From an optimization exercise on the open Yosys and OpenROAD flow, aimed at small area and a short achievable clock period; shortcuts taken in it are not production practice. Where RTL was checked, it was by simulation tests only, not by an equivalence proof against the original. Power is estimated from default activity; no workload was simulated.

==> run a <==
## result_fifo_reader
module result_fifo_reader #(
  parameter int RESULT_WIDTH = 32,
  parameter int DEPTH_LOG2   = 6,
  parameter int DROP_WIDTH   = 16
) (
  input  logic                    clock,
  input  logic                    resetn,
  input  logic [RESULT_WIDTH-1:0] result_data,
  input  logic                    result_wr_req,
  input  logic                    clear,
  output logic [RESULT_WIDTH-1:0] bus_rd_data,
  output logic                    bus_rd_valid,
  input  logic                    bus_rd_ready,
  output logic [DEPTH_LOG2:0]     fill_count,
  output logic                    full,
  output logic                    overflow,
  output logic [DROP_WIDTH-1:0]   drop_count
);
==> module result_fifo_reader, before the edit <==
module result_fifo_reader #(
  parameter int RESULT_WIDTH = 32,
  parameter int DEPTH_LOG2   = 6,
  parameter int DROP_WIDTH   = 16
) (
  input  logic                    clock,
  input  logic                    resetn,
  input  logic [RESULT_WIDTH-1:0] result_data,
  input  logic                    result_wr_req,
  input  logic                    clear,
  output logic [RESULT_WIDTH-1:0] bus_rd_data,
  output logic                    bus_rd_valid,
  input  logic                    bus_rd_ready,
  output logic [DEPTH_LOG2:0]     fill_count,
  output logic                    full,
  output logic                    overflow,
  output logic [DROP_WIDTH-1:0]   drop_count
);
  localparam int                     DEPTH     = 1 << DEPTH_LOG2;
  localparam logic [DEPTH_LOG2:0]    CNT_ONE   = {{DEPTH_LOG2{1'b0}}, 1'b1};
  localparam logic [DROP_WIDTH-1:0]  DROP_ONE  = {{(DROP_WIDTH-1){1'b0}}, 1'b1};
  logic [RESULT_WIDTH-1:0] row_q [DEPTH];    
  logic [RESULT_WIDTH-1:0] head_d;
  logic [DEPTH-1:0]        used_q, used_d;   
  logic [DEPTH_LOG2:0]     count_q, count_d;
  logic                    valid_q, valid_d;
  logic                    full_q, full_d;
  logic                    ovf_q, ovf_d;
  logic [DROP_WIDTH-1:0]   drop_q, drop_d;
  logic                    wr_req_q;
  logic push, pop, accept, discard, grow, shrink, head_zero;
  logic [DEPTH:0] used;    
  assign used    = {1'b0, used_q};
  assign push    = result_wr_req & ~wr_req_q;
  assign pop     = valid_q & bus_rd_ready;
  assign accept  = push & (~full_q | pop);
  assign discard = push & full_q & ~pop;
  assign grow    = accept & ~pop;
  assign shrink  = pop & ~accept;
  always_comb begin
    count_d = count_q;
    used_d  = used_q;
    ovf_d   = ovf_q;
    drop_d  = drop_q;
    if (clear) begin
      count_d = '0;
      used_d  = '0;
      ovf_d   = 1'b0;
      drop_d  = '0;
    end else begin
      if (grow) begin
        count_d = count_q + CNT_ONE;
        used_d  = {used_q[DEPTH-2:0], 1'b1};
      end
      if (shrink) begin
        count_d = count_q - CNT_ONE;
        used_d  = {1'b0, used_q[DEPTH-1:1]};
      end
      if (discard) begin
        ovf_d = 1'b1;
        if (drop_q != '1) drop_d = drop_q + DROP_ONE;
      end
    end
  end
  assign valid_d = ~clear & (used_q[1] | (valid_q & ~bus_rd_ready) | push);
  assign full_d  = ~clear & (full_q ? ~shrink : (used_q[DEPTH-2] & grow));
  always_ff @(posedge clock) begin
    for (int i = 1; i < DEPTH; i++) begin
      if (pop) row_q[i] <= used[i+1] ? row_q[(i+1) % DEPTH] : result_data;
      else     row_q[i] <= used[i] ? row_q[i] : result_data;
    end
  end
  assign head_zero = ~valid_d;
  always_comb begin
    if (head_zero)  head_d = '0;
    else if (pop)   head_d = used[1] ? row_q[1] : result_data;
    else            head_d = used[0] ? row_q[0] : result_data;
  end
  always_ff @(posedge clock or negedge resetn) begin
    if (!resetn) begin
      row_q[0] <= '0;
      used_q   <= '0;
      count_q  <= '0;
      valid_q  <= 1'b0;
      full_q   <= 1'b0;
      ovf_q    <= 1'b0;
      drop_q   <= '0;
      wr_req_q <= 1'b1;
    end else begin
      row_q[0] <= head_d;
      used_q   <= used_d;
      count_q  <= count_d;
      valid_q  <= valid_d;
      full_q   <= full_d;
      ovf_q    <= ovf_d;
      drop_q   <= drop_d;
      wr_req_q <= result_wr_req;
    end
  end
  assign bus_rd_valid = valid_q;
  assign bus_rd_data  = row_q[0];
  assign fill_count   = count_q;
  assign full         = full_q;
  assign overflow     = ovf_q;
  assign drop_count   = drop_q;
endmodule
clock: 5.5 ns
lec_check: 0
abc_clock_period_in_ps: 2500
cap_margin: 20
core_margin: 2
core_utilization: 65
setup_slack_margin: 3.0
slew_margin: 20
run.sh (not shown) runs the stock make flow with config.mk's settings and CLKGATE_MAP_FILE= SYNTH_SCRIPT=/design/flow/synth_recipe.tcl, a recipe that flattens the netlist after the stock synthesis.
==> run b (differences from run a) <==
--- a/flow/design.v
+++ b/flow/design.v
@@ -64,17 +64,32 @@
   end
   assign valid_d = ~clear & (used_q[1] | (valid_q & ~bus_rd_ready) | push);
   assign full_d  = ~clear & (full_q ? ~shrink : (used_q[DEPTH-2] & grow));
+  logic [RESULT_WIDTH-1:0] stay_n [DEPTH+1];
+  logic                    pop_n;
+  logic [DEPTH-1:0]        used_n;
+  assign pop_n  = ~pop;
+  assign used_n = ~used_q;
+  for (genvar j = 0; j < DEPTH; j++) begin : g_stay
+    result_fifo_stay #(.W(RESULT_WIDTH)) u_stay (
+      .q(row_q[j]), .d(result_data), .used(used_q[j]), .used_n(used_n[j]),
+      .stay_n(stay_n[j])
+    );
+  end
+  assign stay_n[DEPTH] = ~result_data;
+  logic [RESULT_WIDTH-1:0] row_d [DEPTH];
+  for (genvar i = 0; i < DEPTH; i++) begin : g_pick
+    result_fifo_pick #(.W(RESULT_WIDTH)) u_pick (
+      .here_n(stay_n[i]), .above_n(stay_n[i+1]), .pop(pop), .pop_n(pop_n),
+      .next(row_d[i])
+    );
+  end
   always_ff @(posedge clock) begin
-    for (int i = 1; i < DEPTH; i++) begin
-      if (pop) row_q[i] <= used[i+1] ? row_q[(i+1) % DEPTH] : result_data;
-      else     row_q[i] <= used[i] ? row_q[i] : result_data;
-    end
+    for (int i = 1; i < DEPTH; i++) row_q[i] <= row_d[i];
   end
   assign head_zero = ~valid_d;
   always_comb begin
     if (head_zero)  head_d = '0;
-    else if (pop)   head_d = used[1] ? row_q[1] : result_data;
-    else            head_d = used[0] ? row_q[0] : result_data;
+    else            head_d = row_d[0];
   end
   always_ff @(posedge clock or negedge resetn) begin
     if (!resetn) begin
@@ -104,3 +119,25 @@
   assign overflow     = ovf_q;
   assign drop_count   = drop_q;
 endmodule
+module result_fifo_stay #(
+  parameter int W = 32
+) (
+  input  logic [W-1:0] q,
+  input  logic [W-1:0] d,
+  input  logic         used,
+  input  logic         used_n,
+  output logic [W-1:0] stay_n
+);
+  assign stay_n = ~((q | {W{used_n}}) & (d | {W{used}}));
+endmodule
+module result_fifo_pick #(
+  parameter int W = 32
+) (
+  input  logic [W-1:0] here_n,
+  input  logic [W-1:0] above_n,
+  input  logic         pop,
+  input  logic         pop_n,
+  output logic [W-1:0] next
+);
+  assign next = ~((above_n | {W{pop_n}}) & (here_n | {W{pop}}));
+endmodule
- SYNTH_HIERARCHICAL: unset -> 1
==> run c (differences from run a) <==
--- a/flow/design.v
+++ b/flow/design.v
@@ -29,52 +29,71 @@
   logic [DROP_WIDTH-1:0]   drop_q, drop_d;
   logic                    wr_req_q;
   logic push, pop, accept, discard, grow, shrink, head_zero;
-  logic [DEPTH:0] used;    
-  assign used    = {1'b0, used_q};
+  logic                    empty_q;          
   assign push    = result_wr_req & ~wr_req_q;
-  assign pop     = valid_q & bus_rd_ready;
+  assign pop     = ~empty_q & bus_rd_ready;
   assign accept  = push & (~full_q | pop);
   assign discard = push & full_q & ~pop;
   assign grow    = accept & ~pop;
   assign shrink  = pop & ~accept;
+  logic [DEPTH_LOG2:0]   count_up, count_dn;
+  logic [DROP_WIDTH-1:0] drop_up;
+  logic                  sel_up, sel_dn, sel_keep;
+  result_fifo_step #(.W(DEPTH_LOG2 + 1)) u_count_step (
+    .q(count_q), .up(count_up), .dn(count_dn)
+  );
+  result_fifo_sat_inc #(.W(DROP_WIDTH)) u_drop_inc (.q(drop_q), .up(drop_up));
+  assign sel_up   = ~clear & grow;
+  assign sel_dn   = ~clear & shrink;
+  assign sel_keep = ~(clear | grow | shrink);
   always_comb begin
-    count_d = count_q;
+    count_d = ({(DEPTH_LOG2+1){sel_up}}   & count_up)
+            | ({(DEPTH_LOG2+1){sel_dn}}   & count_dn)
+            | ({(DEPTH_LOG2+1){sel_keep}} & count_q);
     used_d  = used_q;
     ovf_d   = ovf_q;
     drop_d  = drop_q;
     if (clear) begin
-      count_d = '0;
       used_d  = '0;
       ovf_d   = 1'b0;
       drop_d  = '0;
     end else begin
-      if (grow) begin
-        count_d = count_q + CNT_ONE;
-        used_d  = {used_q[DEPTH-2:0], 1'b1};
-      end
-      if (shrink) begin
-        count_d = count_q - CNT_ONE;
-        used_d  = {1'b0, used_q[DEPTH-1:1]};
-      end
+      if (grow)    used_d = {used_q[DEPTH-2:0], 1'b1};
+      if (shrink)  used_d = {1'b0, used_q[DEPTH-1:1]};
       if (discard) begin
-        ovf_d = 1'b1;
-        if (drop_q != '1) drop_d = drop_q + DROP_ONE;
+        ovf_d  = 1'b1;
+        drop_d = drop_up;
       end
     end
   end
-  assign valid_d = ~clear & (used_q[1] | (valid_q & ~bus_rd_ready) | push);
+  assign valid_d = ~clear & (used_q[1] | (~empty_q & ~bus_rd_ready) | push);
   assign full_d  = ~clear & (full_q ? ~shrink : (used_q[DEPTH-2] & grow));
+  logic [RESULT_WIDTH-1:0] stay_n [DEPTH+1];
+  logic                    pop_n;
+  logic [DEPTH-1:0]        used_n;
+  assign pop_n  = ~pop;
+  assign used_n = ~used_q;
+  for (genvar j = 0; j < DEPTH; j++) begin : g_stay
+    result_fifo_stay #(.W(RESULT_WIDTH)) u_stay (
+      .q(row_q[j]), .d(result_data), .used(used_q[j]), .used_n(used_n[j]),
+      .stay_n(stay_n[j])
+    );
+  end
+  assign stay_n[DEPTH] = ~result_data;
+  logic [RESULT_WIDTH-1:0] row_d [DEPTH];
+  for (genvar i = 0; i < DEPTH; i++) begin : g_pick
+    result_fifo_pick #(.W(RESULT_WIDTH)) u_pick (
+      .here_n(stay_n[i]), .above_n(stay_n[i+1]), .pop(pop), .pop_n(pop_n),
+      .next(row_d[i])
+    );
+  end
   always_ff @(posedge clock) begin
-    for (int i = 1; i < DEPTH; i++) begin
-      if (pop) row_q[i] <= used[i+1] ? row_q[(i+1) % DEPTH] : result_data;
-      else     row_q[i] <= used[i] ? row_q[i] : result_data;
-    end
+    for (int i = 1; i < DEPTH; i++) row_q[i] <= row_d[i];
   end
   assign head_zero = ~valid_d;
   always_comb begin
     if (head_zero)  head_d = '0;
-    else if (pop)   head_d = used[1] ? row_q[1] : result_data;
-    else            head_d = used[0] ? row_q[0] : result_data;
+    else            head_d = row_d[0];
   end
   always_ff @(posedge clock or negedge resetn) begin
     if (!resetn) begin
@@ -82,6 +101,7 @@
       used_q   <= '0;
       count_q  <= '0;
       valid_q  <= 1'b0;
+      empty_q  <= 1'b1;
       full_q   <= 1'b0;
       ovf_q    <= 1'b0;
       drop_q   <= '0;
@@ -91,6 +111,7 @@
       used_q   <= used_d;
       count_q  <= count_d;
       valid_q  <= valid_d;
+      empty_q  <= ~valid_d;
       full_q   <= full_d;
       ovf_q    <= ovf_d;
       drop_q   <= drop_d;
@@ -104,3 +125,43 @@
   assign overflow     = ovf_q;
   assign drop_count   = drop_q;
 endmodule
+module result_fifo_stay #(
+  parameter int W = 32
+) (
+  input  logic [W-1:0] q,
+  input  logic [W-1:0] d,
+  input  logic         used,
+  input  logic         used_n,
+  output logic [W-1:0] stay_n
+);
+  assign stay_n = ~((q | {W{used_n}}) & (d | {W{used}}));
+endmodule
+module result_fifo_pick #(
+  parameter int W = 32
+) (
+  input  logic [W-1:0] here_n,
+  input  logic [W-1:0] above_n,
+  input  logic         pop,
+  input  logic         pop_n,
+  output logic [W-1:0] next
+);
+  assign next = ~((above_n | {W{pop_n}}) & (here_n | {W{pop}}));
+endmodule
+module result_fifo_step #(
+  parameter int W = 7
+) (
+  input  logic [W-1:0] q,
+  output logic [W-1:0] up,
+  output logic [W-1:0] dn
+);
+  assign up = q + {{(W-1){1'b0}}, 1'b1};
+  assign dn = q - {{(W-1){1'b0}}, 1'b1};
+endmodule
+module result_fifo_sat_inc #(
+  parameter int W = 16
+) (
+  input  logic [W-1:0] q,
+  output logic [W-1:0] up
+);
+  assign up = (q == '1) ? q : q + {{(W-1){1'b0}}, 1'b1};
+endmodule
- CORE_UTILIZATION: 65 -> 75
- CTS_BUF_LIST: unset -> sky130_fd_sc_hd__clkbuf_8
- CTS_CLUSTER_DIAMETER: unset -> 40
- CTS_CLUSTER_SIZE: unset -> 20
- SYNTH_HIERARCHICAL: unset -> 1
==> run summary <==
- Run a went through all stages and came out clean. Run b ran to the end with no violations. Run c went through all stages and came out clean.
- Synthesized cell count: run c < run b < run a.
- First-iteration DRC count: run c > run b > run a.
- Area after synthesis: run b < run c < run a.
- Against run b, the clock power of run c is smaller by about 30%.
- Clock skew, highest first: run c, run a, run b.
Only the layout flow was run in run a and run b; the RTL was not checked for function there.

[static timing again, ports no longer ideal]
No port has a modelled driver above. Below, the same layouts with a new extraction and two added sets of constraints.
Step 1 (the two cells are an assumption about what drives the block):
set clk [get_ports {clock}]
set_driving_cell -lib_cell sky130_fd_sc_hd__clkbuf_16 $clk
set_driving_cell -lib_cell sky130_fd_sc_hd__buf_2 [delete_from_list [all_inputs] $clk]
Step 2 adds t to the input delays and takes it off the output delays; t is the mean of the earliest and latest rising clock arrival at the registers after step 1. Input paths then give back, and output paths get back, about the clock's delay inside the block.
Three values: ideal, step 1, step 2; two values: the first two.
run | t (ns) | slack for setup (ns) | worst hold slack (ns) | worst setup path after step 2 | worst slew at a driven data input, ns
run a | 0.891 | 2.882 / 2.799 / 2.193 | 0.315 / 0.272 / 0.474 | input to register | 0.10
run b | 0.899 | 2.858 / 2.776 / 2.140 | 0.345 / 0.305 / 0.528 | input to register | 0.06
run c | 0.978 | 2.834 / 2.759 / 2.229 | 0.236 / 0.203 / 0.553 | input to register | 0.15
After both steps every run listed still meets setup and hold. For run b, which loses most, drivers alone change the setup slack by -0.082 ns; drivers and shift together by -0.718 ns.
